This is an optimization exercise on Yosys and OpenROAD, whose aim is small area, a short achievable clock period and few clock cycles per item, not a production implementation.

run A:
// bellmanFordTop
module bellmanFordTop (
    input  logic                          clock,
    input  logic                          reset,
    input  logic                          start,
    input  bellmanFordPkg::nodeId_t       source,
    input  bellmanFordPkg::nodeId_t       destination,
    input  bellmanFordPkg::nodeId_t       nodeCount,
    output logic                          graphReadEnable,
    output bellmanFordPkg::graphAddress_t graphAddress,
    input  bellmanFordPkg::graphLine_t    graphData,
    output logic                          outWriteEnable,
    output bellmanFordPkg::graphAddress_t outAddress,
    output bellmanFordPkg::distance_t     outData,
    output logic                          busy,
    output logic                          finish,
    output logic                          negCycle
);
Settings: LEC_CHECK=0, ABC_AREA=1, CAP_MARGIN=20, CORE_MARGIN=2, CORE_UTILIZATION=40, CTS_CLUSTER_DIAMETER=90, CTS_CLUSTER_SIZE=20, SETUP_SLACK_MARGIN=5.0, SLEW_MARGIN=20, TNS_END_PERCENT=100; clock period 8.0 ns.
run.sh (not shown) runs the stock make flow with config.mk's settings and CLKGATE_MAP_FILE= SYNTH_SCRIPT=/design/flow/synth_recipe.tcl, a recipe that flattens the netlist after the stock synthesis.
Run A completed; timing, DRC and antenna clean
The following lists how run B was set up differently from run A:
diff --git a/flow/design.v b/flow/design.v
--- a/flow/design.v
+++ b/flow/design.v
@@ -27,19 +27,17 @@
     localparam logic signed [DW-1:0] UNREACHED = 13'sd4095;
     typedef enum logic [2:0] {S_IDLE, S_RUN, S_PD, S_PN, S_PE, S_FIN} state_t;
     typedef enum logic [2:0] {F_WAIT, F_IDXW, F_IDX, F_ADJW, F_FIRST, F_LINE, F_GAP} fetch_t;
     typedef enum logic [1:0] {R_CONT, R_ADJY, R_IDX} req_t;
     state_t st;
     fetch_t fst;
     logic [4:0] srcR, dstR;
     logic [5:0] passCnt, passLimit;
-    logic [3:1] bTh;
-    logic [3:0] thermo;
-    assign thermo = {bTh, 1'b1};
+    logic [1:0] bT;
     logic [5:0] procCnt;
     logic       phase2;
     logic [2:0] quiet;
     logic [1:0] raiseWait;
     localparam logic [5:0] PHASE1_NODES = 6'd60;
     logic [DW-1:0] distT [1:NN];
     logic [4:0]    predT [1:NN];
     logic [NN:1]   dirty;
@@ -80,25 +78,27 @@
             cSel[i] = cNode == 5'(i);
     assign improve = bValid && (bInit || (bCand < bTD));
     assign negDetect = bValid && !bInit && (bCand < -13'sd960);
     assign fwdB = improve && (bNode == pAddr);
     assign fwdC = cValid && (cNode == pAddr);
     logic signed [DW-1:0] fDist;
     assign fDist    = fwdB ? bCand : fwdC ? cCand : pDist;
     logic [NN:1] elig, hiM, mR, oh1, oh2;
+    logic [3:0]  bTh;
+    assign bTh = {bT == 2'd3, bT >= 2'd2, bT >= 2'd1, 1'b1};
     logic        anyHi, anyD, mWrap, mDirty, selDirty, below1, below2;
     logic [4:0]  n1, n2, selR, sel2R;
     logic        selAny, selPair, selWrap;
     always_comb
     begin
         for (int i = 1; i <= NN; i++)
         begin
             elig[i] = dirty[i] && (distT[i][DW-1]
-                      || ((|distT[i][DW-2:6]) ? bTh[3] : thermo[distT[i][5:4]]));
+                      || ((|distT[i][DW-2:6]) ? bTh[3] : bTh[distT[i][5:4]]));
             hiM[i] = elig[i] && (6'(i) >= pos);
         end
         anyHi = |hiM;
         anyD  = |dirty;
     end
     always_ff @(posedge clock)
     begin
         mR <= anyHi ? hiM : elig;
@@ -171,20 +171,19 @@
                         if (curIsX && yPair)
                             issueAdjY = 1'b1;
                         else if (canIdx)
                             issueIdx = 1'b1;
                     end
                 F_WAIT:
                     if (canIdx) issueIdx = 1'b1;
                     else if (!anyD && !aValid && !bValid && !cValid && waitPrev) doneNow = 1'b1;
+                    else if (!phase2 && !selAny && selDirty && raiseWait == 2'd0) raiseT = 1'b1;
                 default: ;
             endcase
-            if (!phase2 && !selAny && selDirty && raiseWait == 2'd0)
-                raiseT = 1'b1;
         end
         negPass = issueIdx && selWrap && phase2 && (passCnt == passLimit);
     end
     logic issueNode;
     assign issueNode = issueIdx && !negPass;
     logic                 idle;
     logic signed [DW-1:0] wDist;
     assign idle = st == S_IDLE;
@@ -287,17 +286,18 @@
                 quiet <= quiet + 3'd1;
             if (fst != F_WAIT || aValid || bValid || cValid)
                 quiet <= 3'd0;
             if (raiseWait != 2'd0)
                 raiseWait <= raiseWait - 2'd1;
             if (raiseT)
             begin
                 raiseWait <= 2'd2;
-                bTh <= {bTh[2:1], 1'b1};
+                if (bT != 2'd3)
+                    bT <= bT + 2'd1;
             end
             aValid <= 1'b0;
             duRd <= 1'b0;
             du2Rd <= 1'b0;
             bValid <= aValid;
             bInit <= 1'b0;
             cValid <= improve;
             cInit <= bInit;
@@ -316,17 +316,17 @@
                 S_IDLE:
                 begin
                     fst <= F_WAIT;
                     if (start)
                     begin
                         srcR <= source[4:0];
                         dstR <= destination[4:0];
                         passLimit <= {1'b0, nodeCount[4:0]} + 6'd1;
-                        bTh <= 3'b001;
+                        bT <= 2'd1;
                         procCnt <= '0;
                         phase2 <= 1'b0;
                         negCycle <= 1'b0;
                         passCnt <= 6'd1;
                         bValid <= 1'b1;
                         bInit <= 1'b1;
                         procNode <= source[4:0];
                         selNode <= source[4:0];
@@ -358,17 +358,17 @@
                         pos <= {1'b0, selPair ? sel2R : selR} + 6'd1;
                         if (selWrap && phase2)
                             passCnt <= passCnt + 6'd1;
                         if (!phase2)
                             procCnt <= procCnt + 6'd1;
                         if (!phase2 && procCnt == PHASE1_NODES)
                         begin
                             phase2 <= 1'b1;
-                            bTh <= 3'b111;
+                            bT <= 2'd3;
                             passCnt <= 6'd1;
                         end
                     end
                     if (issueY)
                     begin
                         graphReadEnable <= 1'b1;
                         graphAddress <= bellmanFordPkg::graphAddress_t'(yNode);
                     end
Compared with run A, number of standard cells after synthesis in run B decreased slightly.
Fmax: run B above run A
Run B ended up with fewer standard cells than run A.
Pre-CTS setup slack, run B and run A: smaller value in run A
Compared with run A, in run B hold slack has increased, area after synthesis decreased by about 1% relative to the old numbers.
Run B vs. run A: data required time of the critical path went up by 0.16 ns.
| sequential share of layout area | lower: run A |
No functional check of the RTL was part of any run of this note.

==> afterwards: timing with drivers on the ports <==
How much do the figures lean on ideal ports? The routed layouts below were timed once more, with nothing changed but the port constraints.
Step 1 (the two cells are an assumption about what drives the block):
set clk [get_ports {clock}]
set_driving_cell -lib_cell sky130_fd_sc_hd__clkbuf_16 $clk
set_driving_cell -lib_cell sky130_fd_sc_hd__buf_2 [delete_from_list [all_inputs] $clk]
Step 2 adds t to the input delays and takes it off the output delays; t is the mean of the earliest and latest rising clock arrival at the registers after step 1. Input paths then give back, and output paths get back, about the clock's delay inside the block.
a / b / c = ideal ports / drivers / drivers and shift; a / b = the first two.
run | shift t [ns] | setup slack, ns | hold slack, ns
run A | 0.720 | 4.852 / 4.866 / 4.146 | 0.332 / 0.332 / 0.332
run B | 0.754 | 4.903 / 4.903 / 4.308 | 0.336 / 0.336 / 0.336
After both steps every run listed still meets setup and hold. For run A, which loses most, drivers alone change the setup slack by +0.014 ns; drivers and shift together by -0.706 ns.
